From an optimization exercise on the open Yosys and OpenROAD flow, aimed at small area, a short achievable clock period and few clock cycles; shortcuts taken in it are not production practice.
Function was checked by simulation only, so behaviour that the tests miss may differ from the original.
Power figures rest on the tool's default switching activity, not on a simulated workload.

## lru_page_replacement
module lru_page_replacement #(
  parameter int FRAME_SLOTS = lru_pkg::FRAME_SLOTS_DEF
) (
  input  logic                             clk,
  input  logic                             rst_n,
  input  logic                             in_valid,
  output logic                             in_ready,
  input  logic [lru_pkg::PAGE_W-1:0]       in_page_number,
  output logic                             out_valid,
  input  logic                             out_ready,
  output logic                             out_fault,
  output logic [lru_pkg::FRAME_USED_W-1:0] out_frame_used,
  output logic                             out_evicted_valid,
  output logic [lru_pkg::PAGE_W-1:0]       out_evicted_page,
  output logic [lru_pkg::FAULT_CNT_W-1:0]  out_fault_total,
  input  logic                             cfg_psel,
  input  logic                             cfg_penable,
  input  logic                             cfg_pwrite,
  input  logic [lru_pkg::CFG_ADDR_W-1:0]   cfg_paddr,
  input  logic [lru_pkg::CFG_DATA_W-1:0]   cfg_pwdata,
  output logic [lru_pkg::CFG_DATA_W-1:0]   cfg_prdata,
  output logic                             cfg_pready
);
For scale: ~2000 cells after synthesis, roughly 500 flip-flops, roughly 150 I/O pins, ~0.024 mm² of cells after synthesis.
export LEC_CHECK = 0
export ABC_CLOCK_PERIOD_IN_PS = 2200
export CAP_MARGIN = 20
export CORE_MARGIN = 2
export CORE_UTILIZATION = 55
export SETUP_SLACK_MARGIN = 2.3
export SLEW_MARGIN = 20
export TNS_END_PERCENT = 50
create_clock -name core_clock -period 5.0 [get_ports {clk}]
run.sh (not shown) runs the stock make flow with config.mk's settings and CLKGATE_MAP_FILE= SYNTH_SCRIPT=/design/flow/synth_recipe.tcl, a recipe that flattens the netlist after the stock synthesis.
Testbench counts at the start, summed over its fixed seeds: cycles 8,848.
Change:
==> flow/flow/run.sh (new file) <==
#!/bin/bash
# Standard layout, with the port buffers made of plain buffers (buf_4)
# instead of the delay cells buffer_ports picks by default.
set -e
echo 'export BUFFER_PORTS_ARGS = -buffer_cell sky130_fd_sc_hd__buf_4' >> config.mk
bash standard.sh > standard.log 2>&1
==> flow/standard.sh (new file) <==
#!/bin/bash
# synth_recipe.tcl (not shown) runs the flow's synth.tcl, then flattens the netlist and writes it again
# the make line also repeats each setting of config.mk as NAME=value (left out here)
make -C /OpenROAD-flow-scripts/flow DESIGN_CONFIG=/design/flow/config.mk WORK_HOME=/design/flow/orfs CLKGATE_MAP_FILE= SYNTH_SCRIPT=/design/flow/synth_recipe.tcl "${@:-finish}"
BUFFER_PORTS_ARGS = -buffer_cell sky130_fd_sc_hd__buf_4   (was not set)
SETUP_SLACK_MARGIN = 2.5   (was 2.3)
TNS_END_PERCENT = not set   (was 50)
removed: flow/run.sh
After rerunning:
- The new run completed with no timing, DRC or antenna violations
- die area does not change
- total power rose by a few percent
- hold slack hardly moves
- routed wire length rose by a few percent
Change:
SETUP_SLACK_MARGIN = 2.3   (was 2.5)
TNS_END_PERCENT = 50   (was not set)
The changed run produced a clean layout. Utilization is lower by 2.9 points. Setup slack loses 250 ps. Total power is lower by a few percent. Flip-flop and latch count is unchanged. Routed wire length is lower by a few percent. Final area is lower by a few percent. Synthesized cell count stays the same. Synthesized area stays the same. Maximum frequency is lower by a little under a tenth. Global-route usage is lower by 1.8 points.
Change:
CTS_BUF_LIST = sky130_fd_sc_hd__clkbuf_8 sky130_fd_sc_hd__clkbuf_16   (was not set)
CTS_CLUSTER_DIAMETER = 60   (was not set)
CTS_CLUSTER_SIZE = 25   (was not set)
SETUP_SLACK_MARGIN = 2.55   (was 2.3)
TNS_END_PERCENT = not set   (was 50)
Result: Total power falls by about 0.6%. Cell count rises by 2.6%. Utilization rises by 3.5 points. First-iteration DRC count rises by 1.8%. Setup slack gets better by 250 ps. Combinational power rises by about 22%. Wire length rises by 2.4%.

========
run A:
lru_page_replacement, a different RTL version from the one above (not shown whole).
Size in the first run: ~2100 cells after synthesis, ~520 flip-flops, roughly 150 I/O pins, ~24000 um2 of cells after synthesis.
==> flow/config.mk <==
export PLATFORM = sky130hd
export DESIGN_NAME = lru_page_replacement
export DESIGN_NICKNAME = lru_page_replacement
export VERILOG_FILES = /design/flow/design.v
export SDC_FILE = /design/flow/constraint.sdc
export NUM_CORES = 4
export LEC_CHECK = 0
export ABC_CLOCK_PERIOD_IN_PS = 2200
export CAP_MARGIN = 20
export CORE_MARGIN = 2
export CORE_UTILIZATION = 55
export SETUP_SLACK_MARGIN = 2.3
export SLEW_MARGIN = 20
export BUFFER_PORTS_ARGS = -buffer_cell sky130_fd_sc_hd__buf_4
==> flow/constraint.sdc <==
create_clock -name core_clock -period 5.0 [get_ports {clk}]
set_input_delay 1.0000 -clock core_clock [delete_from_list [all_inputs] [get_ports {clk}]]
set_output_delay 1.0000 -clock core_clock [all_outputs]
set_load 0.01 [all_outputs]
standard.sh (not shown) runs the stock make flow with config.mk's settings and CLKGATE_MAP_FILE= SYNTH_SCRIPT=/design/flow/synth_recipe.tcl, a recipe that flattens the netlist after the stock synthesis.
==> flow/flow/run.sh <==
#!/bin/bash
# Standard layout, with the port buffers made of plain buffers (buf_4)
# instead of the delay cells buffer_ports picks by default.
set -e
echo 'export BUFFER_PORTS_ARGS = -buffer_cell sky130_fd_sc_hd__buf_4' >> config.mk
bash standard.sh > standard.log 2>&1
Testbench counts of run A, summed over its fixed seeds: cycles 8,848.
> inputs changed (run A -> run B)
# run A
export LEC_CHECK = 0
export ABC_CLOCK_PERIOD_IN_PS = 2200
export CAP_MARGIN = 20
export CORE_MARGIN = 2
export CORE_UTILIZATION = 55
export SETUP_SLACK_MARGIN = 2.3
export SLEW_MARGIN = 20
export BUFFER_PORTS_ARGS = -buffer_cell sky130_fd_sc_hd__buf_4
create_clock -name core_clock -period 5.0 [get_ports {clk}]
# run B
export LEC_CHECK = 0
export ABC_CLOCK_PERIOD_IN_PS = 2200
export CAP_MARGIN = 20
export CORE_MARGIN = 2
export CORE_UTILIZATION = 55
export CTS_BUF_LIST = sky130_fd_sc_hd__clkbuf_8 sky130_fd_sc_hd__clkbuf_16
export CTS_CLUSTER_DIAMETER = 60
export CTS_CLUSTER_SIZE = 25
export SETUP_SLACK_MARGIN = 2.3
export SLEW_MARGIN = 20
create_clock -name core_clock -period 5.0 [get_ports {clk}]
==> flow/run.sh (new file) <==
#!/bin/bash
# synth_recipe.tcl (not shown) runs the flow's synth.tcl, then flattens the netlist and writes it again
# the make line also repeats each setting of config.mk as NAME=value (left out here)
make -C /OpenROAD-flow-scripts/flow DESIGN_CONFIG=/design/flow/config.mk WORK_HOME=/design/flow/orfs CLKGATE_MAP_FILE= SYNTH_SCRIPT=/design/flow/synth_recipe.tcl finish
removed: flow/flow/run.sh
removed: flow/standard.sh
Area after detailed placement is lower on run A. Per the comparison of run B with run A, relative contribution of combinational cells to total power higher, cell leakage power down about 2%, number of antenna violations at the first check in global routing lower, time the worst path needs with I/O delays and setup went up by 0.058 ns, non-clock buffer count went up 35. Comparing run B and run A, the lower first-pass GRT wire length was measured on run B. The design area was comparable across run B and run A.
Inputs modified between run B and run C:
# run B
export LEC_CHECK = 0
export ABC_CLOCK_PERIOD_IN_PS = 2200
export CAP_MARGIN = 20
export CORE_MARGIN = 2
export CORE_UTILIZATION = 55
export CTS_BUF_LIST = sky130_fd_sc_hd__clkbuf_8 sky130_fd_sc_hd__clkbuf_16
export CTS_CLUSTER_DIAMETER = 60
export CTS_CLUSTER_SIZE = 25
export SETUP_SLACK_MARGIN = 2.3
export SLEW_MARGIN = 20
create_clock -name core_clock -period 5.0 [get_ports {clk}]
# run C
export LEC_CHECK = 0
export ABC_CLOCK_PERIOD_IN_PS = 2200
export CAP_MARGIN = 20
export CORE_MARGIN = 2
export CORE_UTILIZATION = 55
export SETUP_SLACK_MARGIN = 2.3
export SLEW_MARGIN = 20
create_clock -name core_clock -period 5.0 [get_ports {clk}]
[summary]
Run C: all stages complete, timing, DRC and antenna checks passed
Setup WNS run B -> run C: better
On sequential fraction of total cell area, run B tracks run C almost exactly.
[compare] base=run B new=run C: delay of the slowest cell on the worst path dropped 0.03 ns; clock transition at the register clock pins on the worst setup and hold paths after CTS dropped 0.02 ns; detailed-routing wirelength on met1 dropped 2.1%; number of clock buffers in the layout climbed about 80%; static leakage climbed about 0.43%.
[run C] total buffers and inverters traversed by the critical path fell 4 relative to run B
Changes in run D relative to run C:
# run C
export LEC_CHECK = 0
export ABC_CLOCK_PERIOD_IN_PS = 2200
export CAP_MARGIN = 20
export CORE_MARGIN = 2
export CORE_UTILIZATION = 55
export SETUP_SLACK_MARGIN = 2.3
export SLEW_MARGIN = 20
create_clock -name core_clock -period 5.0 [get_ports {clk}]
# run D
export LEC_CHECK = 0
export ABC_CLOCK_PERIOD_IN_PS = 2200
export CAP_MARGIN = 20
export CORE_MARGIN = 2
export CORE_UTILIZATION = 55
export SETUP_SLACK_MARGIN = 2.3
export SLEW_MARGIN = 60
create_clock -name core_clock -period 5.0 [get_ports {clk}]
Findings:
- Worst setup slack after placement improves in run D relative to run C.
- For the final critical-path share of the clock period, run D came in 1.2 points higher than run C did.
- On run D: net switching share of the total power is 0.62 points higher than what run C gave.
- Between run D and run C, the final hold slack does not differ in any meaningful way.
- Run D vs run C — shortest clock period the worst path allows after layout rose 0.062 ns.
- When run D is measured against run C, its non-clock buffer count turns out 36 higher.
- [compare] base=run C new=run D: relative area change from synthesis to final layout went up by 2.4 points, wire length the detailed router placed on met1 up about 3%.
diff inputs: run D => run E
# run D
export LEC_CHECK = 0
export ABC_CLOCK_PERIOD_IN_PS = 2200
export CAP_MARGIN = 20
export CORE_MARGIN = 2
export CORE_UTILIZATION = 55
export SETUP_SLACK_MARGIN = 2.3
export SLEW_MARGIN = 60
create_clock -name core_clock -period 5.0 [get_ports {clk}]
# run E
export LEC_CHECK = 0
export ABC_CLOCK_PERIOD_IN_PS = 2200
export CAP_MARGIN = 20
export CORE_MARGIN = 2
export CORE_UTILIZATION = 55
export SETUP_SLACK_MARGIN = 2.1
export SLEW_MARGIN = 20
create_clock -name core_clock -period 5.0 [get_ports {clk}]
--- outcome ---
- Run D and run E all finish clean.
- Run E — proportion of cell area occupied by registers 2.0 points higher, run D as reference
- Diff run D -> run E | number of cells on the worst reg-to-reg path | decrease of 4
- Non-clock buffer count delta for run E relative to run D: about 22% lower
- Taking run D as the reference, in run E clock-pin slew on the worst setup and hold paths shows no meaningful change, setup slack went down.
- Portion of total power attributed to combinational logic | run E below run D
- The global-route usage in run E sits 1.2 points below the value recorded for run D.
Relative to run E, the following input files were edited for run F:
# run E
export LEC_CHECK = 0
export ABC_CLOCK_PERIOD_IN_PS = 2200
export CAP_MARGIN = 20
export CORE_MARGIN = 2
export CORE_UTILIZATION = 55
export SETUP_SLACK_MARGIN = 2.1
export SLEW_MARGIN = 20
create_clock -name core_clock -period 5.0 [get_ports {clk}]
# run F
export LEC_CHECK = 0
export ABC_CLOCK_PERIOD_IN_PS = 2200
export CAP_MARGIN = 20
export CORE_MARGIN = 2
export CORE_UTILIZATION = 55
export PLACE_DENSITY = 0.75
export SETUP_SLACK_MARGIN = 2.3
export SLEW_MARGIN = 20
create_clock -name core_clock -period 5.0 [get_ports {clk}]
[summary]
- clkdlybuf4s50_1 as the library cell contributing the largest single delay on the critical path was reported by run F, and xnor2_1 by run E.
- Row multi-input combinational area share: run F lower / run E higher
- Taking run E as the reference point, the share of cell area taken by flip-flops and latches of run F falls by 2.7 points.
- For the layout-stage area growth over the synthesis result, run F came in 7.0 points higher than run E did.

========
## tundra
The RTL this note starts from:
==> flow/design.v <==
`timescale 1ns / 1ps
package lru_pkg;
  localparam int FRAME_SLOTS_DEF = 16;
  localparam int PAGE_W       = 16;
  localparam int STAMP_W      = 32;
  localparam int FAULT_CNT_W  = 32;
  localparam int FRAME_USED_W = 4;
  localparam int FRAMES_W     = 5;
  localparam logic [FRAMES_W-1:0] FRAMES_RESET = 5'd3;
  localparam int CFG_DATA_W = 32;
  localparam int CFG_ADDR_W = 2;
  localparam logic [CFG_ADDR_W-1:0] ADDR_FRAMES_IN_USE = 2'd0;
  typedef struct packed {
    logic hit;     
    logic empty;   
  } scan_flags_t;
endpackage
`timescale 1ns / 1ps
`timescale 1ns / 1ps
`timescale 1ns / 1ps
module lru_page_replacement #(
  parameter int FRAME_SLOTS = lru_pkg::FRAME_SLOTS_DEF
) (
  input  logic                             clk,
  input  logic                             rst_n,
  input  logic                             in_valid,
  output logic                             in_ready,
  input  logic [lru_pkg::PAGE_W-1:0]       in_page_number,
  output logic                             out_valid,
  input  logic                             out_ready,
  output logic                             out_fault,
  output logic [lru_pkg::FRAME_USED_W-1:0] out_frame_used,
  output logic                             out_evicted_valid,
  output logic [lru_pkg::PAGE_W-1:0]       out_evicted_page,
  output logic [lru_pkg::FAULT_CNT_W-1:0]  out_fault_total,
  input  logic                             cfg_psel,
  input  logic                             cfg_penable,
  input  logic                             cfg_pwrite,
  input  logic [lru_pkg::CFG_ADDR_W-1:0]   cfg_paddr,
  input  logic [lru_pkg::CFG_DATA_W-1:0]   cfg_pwdata,
  output logic [lru_pkg::CFG_DATA_W-1:0]   cfg_prdata,
  output logic                             cfg_pready
);
  localparam int N  = FRAME_SLOTS;
  localparam int PW = lru_pkg::PAGE_W;
  localparam int IDX_W = (N > 1) ? $clog2(N) : 1;
  logic [lru_pkg::FRAMES_W-1:0] frames_r;
  logic                         cfg_wr;
  logic [N-1:0]                 active;
  logic [N-1:0]                 act_nxt;
  assign cfg_pready = 1'b1;
  assign cfg_wr     = cfg_psel && cfg_penable && cfg_pwrite
                      && (cfg_paddr == lru_pkg::ADDR_FRAMES_IN_USE);
  assign cfg_prdata = (cfg_paddr == lru_pkg::ADDR_FRAMES_IN_USE)
                      ? lru_pkg::CFG_DATA_W'(frames_r) : '0;
  always_comb begin
    for (int k = 0; k < N; k++) begin
      act_nxt[k] = (k == 0) || (32'(cfg_pwdata[lru_pkg::FRAMES_W-1:0]) > k);
    end
  end
  always_ff @(posedge clk) begin
    if (!rst_n) begin
      frames_r <= lru_pkg::FRAMES_RESET;
      active   <= N'((1 << lru_pkg::FRAMES_RESET) - 1);
    end else if (cfg_wr) begin
      frames_r <= cfg_pwdata[lru_pkg::FRAMES_W-1:0];
      active   <= act_nxt;
    end
  end
  logic [PW-1:0] page_r [N];
  logic [N-1:0]  valid_r;
  logic [N-1:0]  rec_r [N];
  logic          b_v, o_v;
  logic [PW-1:0] b_page;
  logic [N-1:0]  b_match;
  logic          go;
  logic          acc;
  logic          commit;
  logic [N-1:0]  use_vec;
  assign go       = !o_v || out_ready;
  assign in_ready = go;
  assign acc      = in_valid && go;
  assign commit   = go && b_v;
  logic [N-1:0] in_match;
  logic         in_eq;
  assign in_eq = (in_page_number == b_page);
  always_comb begin
    for (int k = 0; k < N; k++) begin
      in_match[k] = use_vec[k] ? in_eq
                    : (valid_r[k] && active[k] && (page_r[k] == in_page_number));
    end
  end
  always_ff @(posedge clk) begin
    if (!rst_n) begin
      b_v <= 1'b0;
    end else if (go) begin
      b_v <= acc;
    end
  end
  always_ff @(posedge clk) begin
    if (go) begin
      b_page  <= in_page_number;
      b_match <= in_match;
    end
  end
  logic [N-1:0] m_vec, hit_sel, emp_vec, emp_sel, lru_sel, fill_sel;
  logic         hit, any_emp;
  logic [PW-1:0] lru_page;
  assign m_vec   = b_match;
  assign hit     = |m_vec;
  assign emp_vec = ~valid_r & active;
  always_comb begin
    for (int k = 0; k < N; k++) begin
      hit_sel[k] = m_vec[k];
      for (int j = 0; j < k; j++) begin
        hit_sel[k] = hit_sel[k] && !m_vec[j];
      end
    end
  end
  logic [N-1:0] top;
  logic         any_f, last_emp;
  always_comb begin
    for (int k = 0; k < N; k++) begin
      emp_sel[k] = emp_vec[k] && ((k == 0) || valid_r[(k == 0) ? 0 : k - 1]);
      top[k]     = active[k] && ((k == N - 1) || !active[(k == N - 1) ? k : k + 1]);
    end
  end
  assign any_f    = |emp_vec;
  assign last_emp = |(emp_sel & top);
  always_ff @(posedge clk) begin
    if (!commit) begin
      any_emp <= any_f;
    end else if (!hit && last_emp) begin
      any_emp <= 1'b0;
    end
  end
  always_comb begin
    for (int i = 0; i < N; i++) begin
      lru_sel[i] = active[i];
      for (int j = 0; j < N; j++) begin
        if (j < i) begin
          lru_sel[i] = lru_sel[i] && rec_r[j][i];
        end else if (j > i) begin
          lru_sel[i] = lru_sel[i] && (!active[j] || !rec_r[i][j]);
        end
      end
    end
  end
  always_comb begin
    lru_page = '0;
    for (int k = 0; k < N; k++) begin
      lru_page = lru_page | (page_r[k] & {PW{lru_sel[k]}});
    end
  end
  assign fill_sel = any_emp ? emp_sel : lru_sel;
  assign use_vec  = (hit ? hit_sel : fill_sel) & {N{b_v}};
  always_ff @(posedge clk) begin
    for (int k = 0; k < N; k++) begin
      if (commit && !hit && fill_sel[k]) begin
        page_r[k] <= b_page;
      end
    end
  end
  always_ff @(posedge clk) begin
    if (!rst_n) begin
      valid_r <= '0;
    end else if (commit) begin
      valid_r <= valid_r | (fill_sel & {N{!hit}});
    end
  end
  always_ff @(posedge clk) begin
    for (int i = 0; i < N; i++) begin
      for (int j = i + 1; j < N; j++) begin
        if (commit && use_vec[i]) begin
          rec_r[i][j] <= 1'b1;
        end else if (commit && use_vec[j]) begin
          rec_r[i][j] <= 1'b0;
        end
      end
    end
  end
  function automatic logic [IDX_W-1:0] enc(input logic [N-1:0] v);
    enc = '0;
    for (int k = 0; k < N; k++) begin
      if (v[k]) begin
        enc = enc | IDX_W'(k);
      end
    end
  endfunction
  logic [IDX_W-1:0] use_idx;
  assign use_idx = hit ? enc(hit_sel) : (any_emp ? enc(emp_sel) : enc(lru_sel));
  logic                            fault_r;
  logic [lru_pkg::FRAME_USED_W-1:0] frame_used_r;
  logic                            ev_valid_r;
  logic [PW-1:0]                   ev_page_r;
  logic [lru_pkg::FAULT_CNT_W-1:0] fault_cnt_r;
  always_ff @(posedge clk) begin
    if (!rst_n) begin
      o_v <= 1'b0;
    end else if (go) begin
      o_v <= b_v;
    end
  end
  always_ff @(posedge clk) begin
    if (!rst_n) begin
      fault_cnt_r <= '0;
    end else if (commit && !hit && (fault_cnt_r != '1)) begin
      fault_cnt_r <= fault_cnt_r + 1'b1;
    end
  end
  always_ff @(posedge clk) begin
    if (commit) begin
      fault_r      <= !hit;
      frame_used_r <= lru_pkg::FRAME_USED_W'(use_idx);
      ev_valid_r   <= !hit && !any_emp;
      ev_page_r    <= (!hit && !any_emp) ? lru_page : '0;
    end
  end
  assign out_valid         = o_v;
  assign out_fault         = fault_r;
  assign out_frame_used    = frame_used_r;
  assign out_evicted_valid = ev_valid_r;
  assign out_evicted_page  = ev_page_r;
  assign out_fault_total   = fault_cnt_r;
endmodule
==> flow/config.mk <==
export PLATFORM = sky130hd
export DESIGN_NAME = lru_page_replacement
export DESIGN_NICKNAME = lru_page_replacement
export VERILOG_FILES = /design/flow/design.v
export SDC_FILE = /design/flow/constraint.sdc
export NUM_CORES = 4
export LEC_CHECK = 0
export ABC_CLOCK_PERIOD_IN_PS = 2200
export CAP_MARGIN = 20
export CORE_MARGIN = 2
export CORE_UTILIZATION = 55
export CTS_BUF_LIST = sky130_fd_sc_hd__clkbuf_8 sky130_fd_sc_hd__clkbuf_16
export CTS_CLUSTER_DIAMETER = 60
export CTS_CLUSTER_SIZE = 25
export SETUP_SLACK_MARGIN = 2.6
export SLEW_MARGIN = 20
export BUFFER_PORTS_ARGS = -buffer_cell sky130_fd_sc_hd__buf_4
==> flow/constraint.sdc <==
create_clock -name core_clock -period 5.0 [get_ports {clk}]
set_input_delay 1.0000 -clock core_clock [delete_from_list [all_inputs] [get_ports {clk}]]
set_output_delay 1.0000 -clock core_clock [all_outputs]
set_load 0.01 [all_outputs]
==> flow/flow/run.sh <==
#!/bin/bash
# Standard layout, with the port buffers made of plain buffers (buf_4)
# instead of the delay cells buffer_ports picks by default.
set -e
echo 'export BUFFER_PORTS_ARGS = -buffer_cell sky130_fd_sc_hd__buf_4' >> config.mk
bash standard.sh > standard.log 2>&1
Testbench counts of tundra, summed over its fixed seeds: cycles 8,848.
[inputs] pepper vs tundra
- SLEW_MARGIN changed from 20 to 60
- SETUP_SLACK_MARGIN changed from 2.6 to 2.3
- CTS_CLUSTER_SIZE removed (was 25)
- CTS_BUF_LIST removed (was sky130_fd_sc_hd__clkbuf_8 sky130_fd_sc_hd__clkbuf_16)
- CTS_CLUSTER_DIAMETER removed (was 60)
--- outcome ---
Taking tundra as the reference, in pepper part of the power in registers fell by 0.3 points; number of cells in the design after placement rose by 34; met1 track demand over resource fell by 1.6 points; overall via count from detail_route fell by about 2.5%.
Changes in harbor relative to pepper:
- BUFFER_PORTS_ARGS no longer set, was -buffer_cell sky130_fd_sc_hd__buf_4
- SLEW_MARGIN now 20, was 60
==> flow/run.sh (new file) <==
#!/bin/bash
# synth_recipe.tcl (not shown) runs the flow's synth.tcl, then flattens the netlist and writes it again
# the make line also repeats each setting of config.mk as NAME=value (left out here)
make -C /OpenROAD-flow-scripts/flow DESIGN_CONFIG=/design/flow/config.mk WORK_HOME=/design/flow/orfs CLKGATE_MAP_FILE= SYNTH_SCRIPT=/design/flow/synth_recipe.tcl finish
removed: flow/flow/run.sh
removed: flow/standard.sh
- harbor reached the final stage; the timing, design-rule and antenna checks on its layout passed.
- Across both runs, area of combinational cells with multiple inputs was higher for harbor than for pepper.
- The run showing the greater sequential share of layout area is pepper.
- Compared with pepper, in harbor total power draw saw an increase, post-route clock period utilization saw a decrease.
For cedar, these inputs were changed with respect to harbor:
- putting BUFFER_PORTS_ARGS at -buffer_cell sky130_fd_sc_hd__buf_4 where nothing was set
- swapping 2.3 for 2.45 in SETUP_SLACK_MARGIN
==> flow/flow/run.sh (new file) <==
#!/bin/bash
# Standard layout, with the port buffers made of plain buffers (buf_4)
# instead of the delay cells buffer_ports picks by default.
set -e
echo 'export BUFFER_PORTS_ARGS = -buffer_cell sky130_fd_sc_hd__buf_4' >> config.mk
bash standard.sh > standard.log 2>&1
==> flow/standard.sh (new file) <==
#!/bin/bash
# synth_recipe.tcl (not shown) runs the flow's synth.tcl, then flattens the netlist and writes it again
# the make line also repeats each setting of config.mk as NAME=value (left out here)
make -C /OpenROAD-flow-scripts/flow DESIGN_CONFIG=/design/flow/config.mk WORK_HOME=/design/flow/orfs CLKGATE_MAP_FILE= SYNTH_SCRIPT=/design/flow/synth_recipe.tcl "${@:-finish}"
removed: flow/run.sh
Results
- cedar: no failed stages, no open violations at the end
- cedar vs harbor: area used by multi-input combinational logic up
- Going from harbor to cedar, via count shrank slightly.
- Cmp harbor and cedar / biggest fanout along the worst timing path / higher: cedar
- Comparing cedar with harbor, the later-pin clock latency in the skew report came out essentially unchanged.
- Taking harbor as the reference, in cedar overall fraction of global-route tracks in use -1.2 points, final critical delay including setup and external delays moved down, post-route standard cell area excluding fillers saw little to no change, worst ir drop on vdd has decreased, post-layout net count dropped 0.84%.
- Looking at source of the critical timing path, the active[13] result is from harbor; the in_page_number[4] one comes from cedar.
- Looking at power, cedar sits below harbor.

## what the ideal ports hide
The flow's constraints put no driver on any port. The routed layouts listed below were extracted and timed again, unchanged, in two steps.
Step 1, drivers: a clkbuf_16 drives clk and a buf_2 each remaining input, both assumed.
Step 2 times the ports against the registers' clock, not the clock port: input delays grow and output delays shrink by t, the midpoint of the rising clock arrivals with the driver on.
Three values: ideal, step 1, step 2; two values: the first two.
run	t (ns)	setup WS [ns]	worst hold slack (ns)	slew at the worst register clock pin (ns)	worst slew at a driven data input, ns
the first run of note 1	0.677	2.206 / 2.229 / 1.569	0.455 / 0.455 / 0.455	0.07 / 0.07	0.06
the second run of note 1	0.684	2.370 / 2.370 / 1.733	0.456 / 0.456 / 0.456	0.07 / 0.07	0.04
the third run of note 1	0.663	2.116 / 2.151 / 1.488	0.452 / 0.452 / 0.452	0.07 / 0.07	0.04
the fourth run of note 1	0.651	2.368 / 2.408 / 1.756	0.464 / 0.464 / 0.464	0.10 / 0.10	0.05
run A	0.682	2.206 / 2.206 / 1.662	0.446 / 0.446 / 0.446	0.06 / 0.06	0.07
run B	0.647	2.149 / 2.149 / 1.569	0.454 / 0.454 / 0.454	0.09 / 0.09	0.03
run C	0.672	2.247 / 2.274 / 1.611	0.450 / 0.450 / 0.450	0.07 / 0.07	0.03
run D	0.679	2.185 / 2.185 / 1.597	0.452 / 0.452 / 0.452	0.07 / 0.07	0.04
run E	0.677	2.038 / 2.071 / 1.398	0.449 / 0.449 / 0.449	0.07 / 0.07	0.04
run F	0.701	2.220 / 2.249 / 1.557	0.457 / 0.457 / 0.457	0.07 / 0.07	0.08
tundra	0.657	2.460 / 2.441 / 1.841	0.464 / 0.464 / 0.464	0.10 / 0.10	0.05
pepper	0.676	2.113 / 2.151 / 1.474	0.455 / 0.455 / 0.455	0.07 / 0.07	0.04
harbor	0.676	2.195 / 2.195 / 1.599	0.456 / 0.456 / 0.456	0.07 / 0.07	0.04
cedar	0.671	2.251 / 2.292 / 1.621	0.454 / 0.454 / 0.454	0.07 / 0.07	0.05
After both steps setup and hold are still met in every run listed. For run F, which loses most, drivers alone change the setup slack by +0.029 ns; drivers and shift together by -0.663 ns.
